What follows belongs to an exercise in optimizing a design on an open flow for small area, a short achievable clock period and few clock cycles; a production flow would make more cautious choices.

==> module mm_sys_top, before the edit <==
module mm_sys_top (
  input  wire                          arm_clk,
  input  wire                          rst,
  input  wire                          job_valid,
  input  wire [3:0]                    job_m,
  input  wire [3:0]                    job_n,
  input  wire [3:0]                    job_p,
  input  wire                          data_valid,
  input  wire [31:0]                   data_word,
  output logic                         result_valid,
  output logic [31:0]                  result_data,
  output logic                         busy,
  output logic                         done
);
  localparam logic [1:0] PH_F = 2'd0;   
  localparam logic [1:0] PH_W = 2'd1;   
  localparam logic [1:0] PH_O = 2'd2;   
  localparam logic [1:0] PH_E = 2'd3;   
  logic [1:0] phase;
  logic [2:0] mm1, nm1, pm1;   
  logic [2:0] k;
  logic       g;
  logic [7:0] fi, fj;          
  logic       op_last;         
  logic       v1, last1;
  logic       wload;           
  logic [7:0][7:0][7:0] fr;   
  logic [7:0][7:0][7:0] wc;   
  wire accept  = job_valid & ~busy;
  wire f_two   = mm1[2];    
  wire w_two   = pm1[2];    
  wire in_f    = busy & (phase == PH_F);
  wire ld_f    = in_f & data_valid;
  wire ld_w    = busy & wload & data_valid;
  wire f_end   = (g == f_two) & (k == nm1);
  wire w_end   = (g == w_two) & (k == nm1);
  wire w_start = ld_w & (k == nm1) & ~g;
  wire stall   = wload & fj[4];
  wire issue   = busy & (phase == PH_O) & ~stall;
  wire advance = issue | w_start;   
  wire wrap_j  = |(fj & (8'b1 << pm1));
  always_ff @(posedge arm_clk or posedge rst) begin
    if (rst) begin
      busy         <= 1'b0;
      done         <= 1'b0;
      phase        <= PH_F;
      wload        <= 1'b0;
      v1           <= 1'b0;
      last1        <= 1'b0;
      result_valid <= 1'b0;
    end else begin
      v1           <= issue;
      last1        <= issue & op_last;
      result_valid <= v1;
      done         <= last1;
      if (accept) begin
        busy  <= 1'b1;
        phase <= PH_F;
      end else if (last1) begin
        busy <= 1'b0;
      end
      if (ld_f && f_end) begin
        phase <= PH_W;
        wload <= 1'b1;
      end
      if (ld_w && w_end) wload <= 1'b0;
      if (w_start) phase <= PH_O;
      if (issue && op_last) phase <= PH_E;
    end
  end
  always_ff @(posedge arm_clk) begin
    if (accept) begin
      mm1 <= job_m[2:0] - 3'd1;
      nm1 <= job_n[2:0] - 3'd1;
      pm1 <= job_p[2:0] - 3'd1;
      k   <= 3'd0;
      g   <= 1'b0;
      fi  <= 8'd1;
      fj  <= 8'd1;
    end
    if (ld_f || ld_w) begin
      if (g == (ld_f ? f_two : w_two)) begin
        g <= 1'b0;
        k <= (k == nm1) ? 3'd0 : k + 3'd1;
      end else begin
        g <= 1'b1;
      end
    end
    if (advance) begin
      op_last <= |(fi & (8'b1 << mm1)) & wrap_j;
      fj      <= wrap_j ? 8'd1 : {fj[6:0], 1'b0};
      if (wrap_j) fi <= {fi[6:0], 1'b0};
    end
  end
  always_ff @(posedge arm_clk) begin
    for (int l = 0; l < 4; l++) begin
      for (int h = 0; h < 2; h++) begin
        if (ld_f && g == h[0]) begin
          fr[4*h+l][0] <= data_word[8*l +: 8];
          for (int q = 1; q < 8; q++) fr[4*h+l][q] <= fr[4*h+l][q-1];
        end
        if (ld_w && g == h[0]) begin
          wc[4*h+l][0] <= data_word[8*l +: 8];
          for (int q = 1; q < 8; q++) wc[4*h+l][q] <= wc[4*h+l][q-1];
        end
      end
    end
  end
  logic [7:0][7:0] frow_r, wcol_r;
  logic [7:0][7:0] frow, wcol;
  logic [7:0]      kmask;
  for (genvar q = 0; q < 8; q++) begin : g_mask
    assign kmask[q] = (q <= nm1);   
  end
  always_comb begin
    frow = '0;
    wcol = '0;
    for (int r = 0; r < 8; r++) begin
      frow = frow | (fr[r] & {64{fi[r]}});
      wcol = wcol | (wc[r] & {64{fj[r]}});
    end
  end
  always_ff @(posedge arm_clk) begin
    for (int q = 0; q < 8; q++) frow_r[q] <= frow[q] & {8{kmask[q]}};
    if (issue)          wcol_r <= wcol;
    else if (ld_w && !g) wcol_r <= {wcol_r[6:0], data_word[7:0]};
  end
  logic [18:0] sum;
  mm_engine u_dot (.clk(arm_clk), .f(frow_r), .w(wcol_r), .res(sum));
  always_ff @(posedge arm_clk) result_data <= {{13{sum[18]}}, sum};
endmodule
Settings: LEC_CHECK=0, ABC_CLOCK_PERIOD_IN_PS=3000, CAP_MARGIN=20, CELL_PAD_IN_SITES_DETAIL_PLACEMENT=1, CORE_MARGIN=2, CORE_UTILIZATION=30, PLACE_DENSITY=0.4, SETUP_SLACK_MARGIN=5, SLEW_MARGIN=20, SYNTH_MEMORY_MAX_BITS=16384; clock period 10.0 ns.
run.sh (not shown) runs the stock make flow with config.mk's settings and CLKGATE_MAP_FILE= SYNTH_SCRIPT=/design/flow/synth_recipe.tcl, a recipe that flattens the netlist after the stock synthesis.
Edit:
--- a/flow/design.v
+++ b/flow/design.v
@@ -3349,28 +3349,25 @@
   logic [7:0] fi, fj;          
   logic       op_last;         
   logic       v1, last1;
-  logic       wload;           
   logic [7:0][7:0][7:0] fr;   
   logic [7:0][7:0][7:0] wc;   
   wire accept  = job_valid & ~busy;
   wire f_two   = mm1[2];    
   wire w_two   = pm1[2];    
   wire in_f    = busy & (phase == PH_F);
+  wire in_w    = busy & (phase == PH_W);
   wire ld_f    = in_f & data_valid;
-  wire ld_w    = busy & wload & data_valid;
+  wire ld_w    = in_w & data_valid;
+  wire issue   = busy & (phase == PH_O);
   wire f_end   = (g == f_two) & (k == nm1);
   wire w_end   = (g == w_two) & (k == nm1);
-  wire w_start = ld_w & (k == nm1) & ~g;
-  wire stall   = wload & fj[4];
-  wire issue   = busy & (phase == PH_O) & ~stall;
-  wire advance = issue | w_start;   
+  wire advance = issue | (ld_w & w_end);   
   wire wrap_j  = |(fj & (8'b1 << pm1));
   always_ff @(posedge arm_clk or posedge rst) begin
     if (rst) begin
       busy         <= 1'b0;
       done         <= 1'b0;
       phase        <= PH_F;
-      wload        <= 1'b0;
       v1           <= 1'b0;
       last1        <= 1'b0;
       result_valid <= 1'b0;
@@ -3385,12 +3382,8 @@
       end else if (last1) begin
         busy <= 1'b0;
       end
-      if (ld_f && f_end) begin
-        phase <= PH_W;
-        wload <= 1'b1;
-      end
-      if (ld_w && w_end) wload <= 1'b0;
-      if (w_start) phase <= PH_O;
+      if (ld_f && f_end) phase <= PH_W;
+      if (ld_w && w_end) phase <= PH_O;
       if (issue && op_last) phase <= PH_E;
     end
   end
Outcome: Routed wire length decreases by 1.9%; setup slack is better by 0.032 ns; cell area hardly moves; flip-flop and latch count drops by 1; cell count is about the same.
No functional check of the RTL was part of any run of this note.

==> afterwards: timing with drivers on the ports <==
How much do the figures lean on ideal ports? The routed layouts below were timed once more, with nothing changed but the port constraints.
Step 1 (the two cells are an assumption about what drives the block):
set clk [get_ports {arm_clk}]
set_driving_cell -lib_cell sky130_fd_sc_hd__clkbuf_16 $clk
set_driving_cell -lib_cell sky130_fd_sc_hd__buf_2 [delete_from_list [all_inputs] $clk]
Step 2 moves the port delays by t, midway between the first and last clock arrival at a register: inputs arrive t later, outputs are due t later. That takes back most of the time a late clock gives input paths.
a / b / c = ideal / step 1 / step 2; a / b = the first two.
run	t (ns)	slack for setup (ns)	latest minus earliest clock arrival (ns)
the first run	0.857	5.451 / 5.451 / 4.775	0.062 / 0.062
the second run	0.867	5.482 / 5.482 / 4.833	0.037 / 0.037
After both steps setup and hold are still met in every run listed. For the first run, which loses most, drivers alone change the setup slack by 0.000 ns; drivers and shift together by -0.676 ns.
